Context: an optimization exercise on an open-source flow, tuned for small area, a short achievable clock period and few clock cycles per item. The choices shown serve that exercise and are no tape-out recipe. At most, simulation tests tie the RTL to the original design; equivalence was not proved. Power figures rest on the tool's default switching activity, not on a simulated workload.

## gemm_top
module gemm_top (
    input  logic           clk,
    input  logic           rst,
    input  logic           start,
    input  logic           p_wr_en,
    input  logic [1:0]     p_wr_addr,
    input  logic [31:0]    p_wr_data,
    input  logic           q_wr_en,
    input  logic [1:0]     q_wr_addr,
    input  logic [15:0]    q_wr_data,
    input  logic           r_wr_en,
    input  logic [1:0]     r_wr_addr,
    input  logic [127:0]   r_wr_data,
    input  logic           r_rd_en,
    input  logic [1:0]     r_rd_addr,
    output logic           busy,
    output logic           done,
    output logic [127:0]   c_out,
    output logic           c_valid
);
Settings: LEC_CHECK=0, CAP_MARGIN=20, CORE_MARGIN=2, CORE_UTILIZATION=40, SLEW_MARGIN=20; clock period 5.0 ns.
run.sh (not shown) runs the stock make flow with config.mk's settings and CLKGATE_MAP_FILE= SYNTH_SCRIPT=/design/flow/synth_recipe.tcl, a recipe that flattens the netlist after the stock synthesis.
Change:
- SETUP_SLACK_MARGIN: default -> 2.2
=> Die area is unchanged. Clock power is lower by 2.8%. Power is higher by 29%. Via count is higher by 8.9%. Combinational power is higher by 60%. Setup slack gains 0.51 ns. Register-to-register slack gains 0.51 ns. Core utilization is higher by 7.3 points.
Function was not checked in any run of this note: the RTL went through the layout flow alone.


Another version of the RTL of gemm_top (not shown whole).
For scale: roughly 320 I/O pins.
## gemm_top
module gemm_top (
    input  logic           clk,
    input  logic           rst,
    input  logic           start,
    input  logic           p_wr_en,
    input  logic [1:0]     p_wr_addr,
    input  logic [31:0]    p_wr_data,
    input  logic           q_wr_en,
    input  logic [1:0]     q_wr_addr,
    input  logic [15:0]    q_wr_data,
    input  logic           r_wr_en,
    input  logic [1:0]     r_wr_addr,
    input  logic [127:0]   r_wr_data,
    input  logic           r_rd_en,
    input  logic [1:0]     r_rd_addr,
    output logic           busy,
    output logic           done,
    output logic [127:0]   c_out,
    output logic           c_valid
);
Settings: LEC_CHECK=0, ABC_CLOCK_PERIOD_IN_PS=2800, CAP_MARGIN=20, CORE_MARGIN=2, CORE_UTILIZATION=50, SETUP_SLACK_MARGIN=2.2, SLEW_MARGIN=20; clock period 5.0 ns.
The starting point finished clean.
Then changed:
==> flow/flow/run.sh (new file) <==
#!/bin/bash
set -euo pipefail
export BUFFER_PORTS_ARGS="-buffer_cell sky130_fd_sc_hd__buf_2"
bash standard.sh finish > flow_make.log 2>&1
==> flow/standard.sh (new file) <==
#!/bin/bash
# synth_recipe.tcl (not shown) runs the flow's synth.tcl, then flattens the netlist and writes it again
# the make line also repeats each setting of config.mk as NAME=value (left out here)
make -C /OpenROAD-flow-scripts/flow DESIGN_CONFIG=/design/flow/config.mk WORK_HOME=/design/flow/orfs CLKGATE_MAP_FILE= SYNTH_SCRIPT=/design/flow/synth_recipe.tcl "${@:-finish}"
removed: flow/run.sh
Result: Sequential power hardly moves. Global-route usage is lower by 0.21 points. Worst hold slack improves by 6.1 ps. Clock skew increases by 12 ps.
Function was not checked in any run of this note: the RTL went through the layout flow alone.


gemm_top, a different RTL version from the one above (not shown whole).
Size in the first run: roughly 5100 cells after synthesis, roughly 0.059 mm2 of cells after synthesis.
Settings: LEC_CHECK=0, ABC_CLOCK_PERIOD_IN_PS=2600, CAP_MARGIN=20, CORE_MARGIN=2, CORE_UTILIZATION=50, CTS_CLUSTER_DIAMETER=110, CTS_CLUSTER_SIZE=22, SETUP_SLACK_MARGIN=2.3, SLEW_MARGIN=20; clock period 5.0 ns.
standard.sh (not shown) runs the stock make flow with config.mk's settings and CLKGATE_MAP_FILE= SYNTH_SCRIPT=/design/flow/synth_recipe.tcl, a recipe that flattens the netlist after the stock synthesis.
==> flow/flow/run.sh <==
#!/bin/bash
set -euo pipefail
export BUFFER_PORTS_ARGS="-buffer_cell sky130_fd_sc_hd__buf_2"
bash standard.sh finish > flow_make.log 2>&1
Testbench counts at the start, summed over its fixed seeds: cycles 3,488, jobs 384.
Rerun with:
ABC_CLOCK_PERIOD_IN_PS = 3000   (was 2600)
SETUP_SLACK_MARGIN = 1.9   (was 2.3)
Effect: The changed run ran to the end with no violations; non-clock buffer count is lower by 367; flip-flop and latch count does not change; via count shrinks by 5.3%; maximum frequency decreases by about 5%; critical path depth went down by 1; routed wire length decreases by 9.1%.

re-timing with driven ports:
In the flow no input, the clock included, has a driving cell. The finished layouts below were timed again as built, in two steps. Step 1: set_driving_cell puts a clkbuf_16 on clk and a buf_2 on each other input, an assumption about the parent block. Step 2 adds t to the input delays and takes it off the output delays; t is the mean of the earliest and latest rising clock arrival at the registers after step 1. Input paths then give back, and output paths get back, about the clock's delay inside the block. Slacks: ideal / step 1 / step 2; pairs: ideal / step 1.
run	shift t [ns]	setup WS [ns]	hold slack, ns	worst setup path at the end	pins driven straight from the clock port
the first run of note 1	0.794	0.701 / 0.701 / 0.701	0.487 / 0.487 / 0.487	register to register	1
the second run of note 1	0.797	1.210 / 1.210 / 1.210	0.476 / 0.476 / 0.476	register to register	1
the first run of note 2	0.784	1.585 / 1.585 / 1.585	0.319 / 0.319 / 0.319	register to register	1
the second run of note 2	0.780	1.464 / 1.464 / 1.464	0.325 / 0.325 / 0.325	register to register	1
the first run of note 3	0.761	2.045 / 2.045 / 1.346	0.474 / 0.474 / 0.474	input to register	1
the second run of note 3	0.753	1.897 / 1.935 / 1.193	0.470 / 0.470 / 0.470	input to register	1
After both steps setup and hold are still met in every run listed. For the second run of note 3, which loses most, drivers alone change the setup slack by +0.038 ns; drivers and shift together by -0.704 ns.
